Background: an optimization exercise with open tools, aiming at small area. Do not read the settings as production practice. At most, simulation tests tie the RTL to the original design; equivalence was not proved. No activity file was given, so power comes from the tool's default toggle rates.

// data_memory_responder
module data_memory_responder #(
  parameter logic [31:0] BASE_ADDR = 32'd1024,
  parameter int unsigned DEPTH     = 64,
  parameter int unsigned LATENCY   = 2     
) (
  input  logic        clk,
  input  logic        rst,
  input  logic        MEM_R_EN,
  input  logic        MEM_W_EN,
  input  logic [31:0] addr,
  input  logic [31:0] write_val,
  output logic [31:0] read_val,
  output logic        ready,
  output logic        err
);
For scale: about 3300 cells after synthesis, about 2100 flip-flops, roughly 100 I/O pins, about 53000 µm² of cells after synthesis.
Settings: LEC_CHECK=0, CAP_MARGIN=20, CORE_MARGIN=2, CORE_UTILIZATION=70, CTS_BUF_LIST=sky130_fd_sc_hd__clkbuf_4, CTS_CLUSTER_DIAMETER=40, CTS_CLUSTER_SIZE=10, PLACE_DENSITY=0.8, SLEW_MARGIN=20, SYNTH_HIERARCHICAL=1, SYNTH_MINIMUM_KEEP_SIZE=0; clock period 10.0 ns.
run.sh (not shown) runs the stock make flow with config.mk's settings and CLKGATE_MAP_FILE= SYNTH_SCRIPT=/design/flow/synth_recipe.tcl, a recipe that flattens the netlist after the stock synthesis.
Change:
==> flow/flow/run.sh (new file) <==
#!/bin/bash
# The standard layout (standard.sh), with two changes: clock tree synthesis
# without dummy loads, and the smallest buffer on the ports.
set -euo pipefail
export CTS_ARGS="-sink_clustering_enable -repair_clock_nets -sink_clustering_size 10 -sink_clustering_max_diameter 40 -buf_list sky130_fd_sc_hd__clkbuf_4 -dont_use_dummy_load"
export BUFFER_PORTS_ARGS="-buffer_cell sky130_fd_sc_hd__buf_1"
bash standard.sh > standard.log 2>&1
==> flow/standard.sh (new file) <==
#!/bin/bash
# synth_recipe.tcl (not shown) runs the flow's synth.tcl, then flattens the netlist and writes it again
# the make line also repeats each setting of config.mk as NAME=value (left out here)
make -C /OpenROAD-flow-scripts/flow DESIGN_CONFIG=/design/flow/config.mk WORK_HOME=/design/flow/orfs CLKGATE_MAP_FILE= SYNTH_SCRIPT=/design/flow/synth_recipe.tcl "${@:-finish}"
--- a/flow/config.mk
+++ b/flow/config.mk
@@ -8 +8 @@
-export CAP_MARGIN = 20
+export CAP_MARGIN = 0
@@ -10,6 +10,3 @@
-export CORE_UTILIZATION = 70
-export CTS_BUF_LIST = sky130_fd_sc_hd__clkbuf_4
-export CTS_CLUSTER_DIAMETER = 40
-export CTS_CLUSTER_SIZE = 10
-export PLACE_DENSITY = 0.8
-export SLEW_MARGIN = 20
+export CORE_UTILIZATION = 75
+export PLACE_DENSITY = 0.85
+export SLEW_MARGIN = 0
removed: flow/run.sh
Now the flow finished but fails on max-capacitance violations, max-slew violations.
Worst hold slack got worse by 0.012 ns.
Wire length goes down by 3.3%.
Fmax came out higher by 1.8%.
Design area is lower by 2.0%.
Cell count drops by 1.8%.
Setup slack improves by 0.12 ns.
Via count hardly moves.
Global-route usage is higher by 1.4 points.
Change:
--- a/flow/config.mk
+++ b/flow/config.mk
@@ -8 +8 @@
-export CAP_MARGIN = 0
+export CAP_MARGIN = 20
@@ -10,3 +10,6 @@
-export CORE_UTILIZATION = 75
-export PLACE_DENSITY = 0.85
-export SLEW_MARGIN = 0
+export CORE_UTILIZATION = 70
+export CTS_BUF_LIST = sky130_fd_sc_hd__clkbuf_4
+export CTS_CLUSTER_DIAMETER = 40
+export CTS_CLUSTER_SIZE = 10
+export PLACE_DENSITY = 0.8
+export SLEW_MARGIN = 20
Effect: This time the run completed without violations; total power barely changes; setup slack improved by 0.38 ns; fmax is higher by 6.4%; routed wire length increases by 4.2%; via count hardly moves; worst hold slack got worse by 0.060 ns; critical path depth went up by 1.

---

data_memory_responder, a different RTL version from the one above (not shown whole).
Size in the first run: about 3,300 cells after synthesis, ~2,200 flip-flops, about 53,000 um2 of cells after synthesis.
Design data_memory_responder, start of the top module:
module data_memory_responder #(
  parameter logic [31:0] BASE_ADDR = 32'd1024,
  parameter int unsigned DEPTH     = 64,
  parameter int unsigned LATENCY   = 2     
) (
  input  logic        clk,
  input  logic        rst,
  input  logic        MEM_R_EN,
  input  logic        MEM_W_EN,
  input  logic [31:0] addr,
  input  logic [31:0] write_val,
  output logic [31:0] read_val,
  output logic        ready,
  output logic        err
);
clock: 10.0 ns
lec_check: 0
cap_margin: 20
core_margin: 2
core_utilization: 70
cts_buf_list: sky130_fd_sc_hd__clkbuf_8
cts_cluster_diameter: 60
cts_cluster_size: 20
place_density: 0.8
slew_margin: 20
synth_hierarchical: 1
synth_minimum_keep_size: 0
Stock flow here: none of the scripts above is used.
The baseline finished clean.
Next try:
==> flow/flow/run.sh (new file) <==
#!/bin/bash
# The standard layout (standard.sh), with two changes: clock tree synthesis
# without dummy loads, and the smallest buffer on the ports.
set -euo pipefail
export CTS_ARGS="-sink_clustering_enable -repair_clock_nets -sink_clustering_size 20 -sink_clustering_max_diameter 60 -buf_list sky130_fd_sc_hd__clkbuf_8 -dont_use_dummy_load"
export BUFFER_PORTS_ARGS="-buffer_cell sky130_fd_sc_hd__buf_1"
bash standard.sh > standard.log 2>&1
==> flow/standard.sh (new file) <==
#!/bin/bash
# synth_recipe.tcl (not shown) runs the flow's synth.tcl, then flattens the netlist and writes it again
# the make line also repeats each setting of config.mk as NAME=value (left out here)
make -C /OpenROAD-flow-scripts/flow DESIGN_CONFIG=/design/flow/config.mk WORK_HOME=/design/flow/orfs CLKGATE_MAP_FILE= SYNTH_SCRIPT=/design/flow/synth_recipe.tcl "${@:-finish}"
removed: flow/run.sh
Outcome: Global-route usage falls by 0.25 points. Area after synthesis stays the same. Combinational power hardly moves. Design area falls by 1.6%. Clock power falls by 5.8%. Hold slack gets worse by 22 ps. Core utilization falls by 1.2 points. Sequential power barely changes. Sequential cell count is unchanged. Routed wire length falls by 0.44%. Worst setup slack gets better by 630 ps.
Function was not checked in any run of this note: the RTL went through the layout flow alone.

---

v34:
The RTL this note starts from:
==> flow/design.v <==
module data_memory_responder #(
  parameter logic [31:0] BASE_ADDR = 32'd1024,
  parameter int unsigned DEPTH     = 64,
  parameter int unsigned LATENCY   = 2     
) (
  input  logic        clk,
  input  logic        rst,
  input  logic        MEM_R_EN,
  input  logic        MEM_W_EN,
  input  logic [31:0] addr,
  input  logic [31:0] write_val,
  output logic [31:0] read_val,
  output logic        ready,
  output logic        err
);
  logic        s0, s1;
  logic [5:0]  rot;
  logic [1:0]  ck;           
  logic        cdone;        
  logic [5:0]  idx_q;
  logic        wr_q, rd_q;
  logic [31:0] buf_q;        
  logic        bad_q;        
  logic [31:0] rv_q;
  logic [63:0][31:0] ring;
  logic [63:0][31:0] ring_d;
  logic        idle;
  logic [31:0] off;
  logic        a_ok, live_wr, live_rd;
  logic [5:0]  widx, cur;
  logic        wr_ok, rd_ok;
  logic [31:0] wdat;
  logic [15:0] ps, psn;
  logic [63:0] rs;
  logic        hit, clr, bad, commit, take;
  logic [1:0]  dclr;
  logic [31:0] pa, pb, full, bk, rv_d;
  logic        hold, busy, ldw, ldr;
  assign idle    = ~s0 & ~s1;
  assign off     = addr - BASE_ADDR;
  assign a_ok    = (off[31:8] == 24'd0) && (off[1:0] == 2'd0);
  assign live_wr = MEM_W_EN & ~MEM_R_EN & a_ok;
  assign live_rd = MEM_R_EN & ~MEM_W_EN & a_ok;
  assign widx    = idle ? off[7:2] : idx_q;
  assign wr_ok   = idle ? live_wr : wr_q;
  assign rd_ok   = idle ? live_rd : rd_q;
  assign busy    = ~idle;
  assign cur     = widx + rot;
  assign clr     = ~cdone;
  logic [5:0] curn;
  logic [7:0] dh, dl;
  for (genvar i = 0; i < 6; i++) begin : g_cn
    dmr_inv u_i (.a(cur[i]), .y(curn[i]));
  end
  for (genvar i = 0; i < 8; i++) begin : g_pd
    dmr_and3 u_h (.a(i[2] ? cur[5] : curn[5]), .b(i[1] ? cur[4] : curn[4]), .c(i[0] ? cur[3] : curn[3]),
                  .y(dh[i]));
    dmr_and3 u_l (.a(i[2] ? cur[2] : curn[2]), .b(i[1] ? cur[1] : curn[1]), .c(i[0] ? cur[0] : curn[0]),
                  .y(dl[i]));
  end
  for (genvar j = 0; j < 16; j++) begin : g_psd
    localparam int Q = (4 * j + 63) % 64;
    dmr_and3 u_p (.a(wr_ok), .b(dh[Q / 8]), .c(dl[Q % 8]), .y(ps[j]));
    dmr_nor2 u_n (.a(ps[j]), .b(clr), .y(psn[j]));
  end
  for (genvar p = 0; p < 64; p++) begin : g_rsd
    if (p % 3 == 0) begin : g_t
      dmr_and2 u_r (.a(dh[p / 8]), .b(dl[p % 8]), .y(rs[p]));
    end else begin : g_n
      assign rs[p] = 1'b0;
    end
  end
  assign hit  = |(rs & 64'h9249249249249249);
  assign dclr = ck + ~cur[1:0];
  assign bad  = hit & clr & (dclr >= ck);
  for (genvar k = 0; k < 64; k++) begin : g_pos
    if (k % 4 == 0) begin : g_w
      for (genvar b = 0; b < 32; b++) begin : g_b
        dmr_ao22 u_g (.a1(ps[k / 4]), .a2(wdat[b]), .b1(psn[k / 4]), .b2(ring[(k + 63) % 64][b]),
                      .y(ring_d[k][b]));
      end
    end else begin : g_t
      assign ring_d[k] = ring[k - 1];
    end
  end
  logic [31:0] t [8];
  for (genvar b = 0; b < 32; b++) begin : g_rd
    dmr_aoi222 u_0 (.a1(rs[0]), .a2(ring[0][b]), .b1(rs[3]), .b2(ring[3][b]), .c1(rs[6]), .c2(ring[6][b]), .y(t[0][b]));
    dmr_aoi222 u_1 (.a1(rs[9]), .a2(ring[9][b]), .b1(rs[12]), .b2(ring[12][b]), .c1(rs[15]), .c2(ring[15][b]), .y(t[1][b]));
    dmr_aoi222 u_2 (.a1(rs[18]), .a2(ring[18][b]), .b1(rs[21]), .b2(ring[21][b]), .c1(rs[24]), .c2(ring[24][b]), .y(t[2][b]));
    dmr_aoi222 u_3 (.a1(rs[27]), .a2(ring[27][b]), .b1(rs[30]), .b2(ring[30][b]), .c1(rs[33]), .c2(ring[33][b]), .y(t[3][b]));
    dmr_aoi222 u_4 (.a1(rs[36]), .a2(ring[36][b]), .b1(rs[39]), .b2(ring[39][b]), .c1(rs[42]), .c2(ring[42][b]), .y(t[4][b]));
    dmr_aoi222 u_5 (.a1(rs[45]), .a2(ring[45][b]), .b1(rs[48]), .b2(ring[48][b]), .c1(rs[51]), .c2(ring[51][b]), .y(t[5][b]));
    dmr_aoi222 u_6 (.a1(rs[54]), .a2(ring[54][b]), .b1(rs[57]), .b2(ring[57][b]), .c1(rs[60]), .c2(ring[60][b]), .y(t[6][b]));
    dmr_nand2 u_7 (.a(rs[63]), .b(ring[63][b]), .y(t[7][b]));
    dmr_nand4 u_pa (.a(t[0][b]), .b(t[1][b]), .c(t[2][b]), .d(t[3][b]), .y(pa[b]));
    dmr_nand4 u_pb (.a(t[4][b]), .b(t[5][b]), .c(t[6][b]), .d(t[7][b]), .y(pb[b]));
    dmr_ao22 u_bk (.a1(ldw), .a2(write_val[b]), .b1(busy), .b2(buf_q[b]), .y(bk[b]));
    dmr_a221o u_bd (.a1(ldr), .a2(pa[b]), .b1(ldr), .b2(pb[b]), .c1(bk[b]), .y(wdat[b]));
    dmr_or3 u_full (.a(pa[b]), .b(pb[b]), .c(buf_q[b]), .y(full[b]));
    dmr_ao22 u_rv (.a1(take), .a2(full[b]), .b1(hold), .b2(rv_q[b]), .y(rv_d[b]));
  end
  assign commit = s0 & s1 & rd_q;
  assign take   = commit & ~bad & ~bad_q;
  assign hold   = ~commit;
  assign ldw    = idle & MEM_W_EN;
  assign ldr    = idle ? ~MEM_W_EN : ~wr_q;
  always_ff @(posedge clk or posedge rst) begin
    if (rst) begin
      s0    <= 1'b0;
      s1    <= 1'b0;
      rot   <= 6'd0;
      ck    <= 2'd0;
      cdone <= 1'b0;
      rv_q  <= 32'd0;
    end else begin
      s0    <= ~s1 & (s0 | MEM_R_EN | MEM_W_EN);
      s1    <= s0;
      rot   <= rot + 6'd1;
      ck    <= ck + 2'd1;
      cdone <= cdone | (ck == 2'd3);
      rv_q  <= rv_d;
    end
  end
  always_ff @(posedge clk) begin
    idx_q <= widx;
    wr_q  <= wr_ok;
    rd_q  <= rd_ok;
    buf_q <= wdat;
    bad_q <= bad | (~idle & bad_q);
    ring  <= ring_d;
  end
  assign read_val = rv_q;
  assign ready    = s1 & ~s0;
  assign err      = ~(wr_q | rd_q);
endmodule
module dmr_ao22 (input logic a1, input logic a2, input logic b1, input logic b2, output logic y);
  assign y = (a1 & a2) | (b1 & b2);
endmodule
module dmr_nand4 (input logic a, input logic b, input logic c, input logic d, output logic y);
  assign y = ~(a & b & c & d);
endmodule
module dmr_inv (input logic a, output logic y);
  assign y = ~a;
endmodule
module dmr_and2 (input logic a, input logic b, output logic y);
  assign y = a & b;
endmodule
module dmr_and3 (input logic a, input logic b, input logic c, output logic y);
  assign y = a & b & c;
endmodule
module dmr_nor2 (input logic a, input logic b, output logic y);
  assign y = ~(a | b);
endmodule
module dmr_nand2 (input logic a, input logic b, output logic y);
  assign y = ~(a & b);
endmodule
module dmr_a221o (input logic a1, input logic a2, input logic b1, input logic b2, input logic c1,
                  output logic y);
  assign y = (a1 & a2) | (b1 & b2) | c1;
endmodule
module dmr_or3 (input logic a, input logic b, input logic c, output logic y);
  assign y = a | b | c;
endmodule
module dmr_aoi222 (input logic a1, input logic a2, input logic b1, input logic b2,
                   input logic c1, input logic c2, output logic y);
  assign y = ~((a1 & a2) | (b1 & b2) | (c1 & c2));
endmodule
clock: 10.0 ns
lec_check: 0
cap_margin: 10
core_margin: 2
core_utilization: 75
place_density: 0.85
slew_margin: 10
synth_hierarchical: 1
synth_minimum_keep_size: 0
standard.sh (not shown) runs the stock make flow with config.mk's settings and CLKGATE_MAP_FILE= SYNTH_SCRIPT=/design/flow/synth_recipe.tcl, a recipe that flattens the netlist after the stock synthesis.
==> flow/flow/run.sh <==
#!/bin/bash
# The standard layout (standard.sh), with two changes: clock tree synthesis
# without dummy loads, and the smallest buffer on the ports.
set -euo pipefail
export CTS_ARGS="-sink_clustering_enable -repair_clock_nets -sink_clustering_size 10 -sink_clustering_max_diameter 40 -buf_list sky130_fd_sc_hd__clkbuf_4 -dont_use_dummy_load"
export BUFFER_PORTS_ARGS="-buffer_cell sky130_fd_sc_hd__buf_1"
bash standard.sh > standard.log 2>&1
v34 ended with every stage complete and zero timing, DRC or antenna violations.
Input-level comparison between v30 and v34:
- CORE_UTILIZATION now 70, was 75
- CTS_CLUSTER_SIZE now 10, previously not set
- SLEW_MARGIN now 20, was 10
- CTS_BUF_LIST now sky130_fd_sc_hd__clkbuf_4, previously not set
- CTS_CLUSTER_DIAMETER now 40, previously not set
- CAP_MARGIN now 20, was 10
- PLACE_DENSITY now 0.8, was 0.85
==> run summary <==
STATUS global-route wire length before repair: v30 wins against v34. v30 reports its highest metal layer with signal wires as met5 while v34 reports met4. Share of the core filled with cells in the final layout (higher): v34. Timing startpoint of the critical path: s0 -> v30, s1 -> v34. Number of well-tap cells placed delta for v30 relative to v34: 38 higher. Taking v34 as the reference, in v30 via count of the routed design fell 558, cts-stage hold buffer count about even.

## separate check: timing with driven ports
The flow's constraints put no driver on any port. The routed layouts listed below were extracted and timed again, unchanged, in two steps. Step 1: set_driving_cell puts a clkbuf_16 on clk and a buf_2 on each other input, an assumption about the parent block. Step 2, shift: input delay + t, output delay - t, t = (earliest + latest rising clock arrival at the registers) / 2. This alone moves slack from input paths to output paths. Slacks: no drivers / after step 1 / after step 2; pairs: no drivers / after step 1.
run | t, ns | setup slack, ns | worst setup path at the end
the first run of note 1 | 1.147 | 3.529 / 3.562 / 2.416 | input to register
the second run of note 1 | 1.142 | 3.646 / 3.686 / 2.544 | input to register
the third run of note 1 | 1.188 | 4.026 / 4.063 / 2.876 | input to register
the first run of note 2 | 0.842 | 3.797 / 3.797 / 3.053 | input to register
the second run of note 2 | 0.841 | 4.429 / 4.462 / 3.622 | input to register
v34 | 1.175 | 3.640 / 3.640 / 2.830 | input to register
v30 | 1.148 | 3.721 / 3.721 / 2.980 | input to register
For the third run of note 1, which loses most, drivers alone change the setup slack by +0.037 ns; drivers and shift together by -1.150 ns.
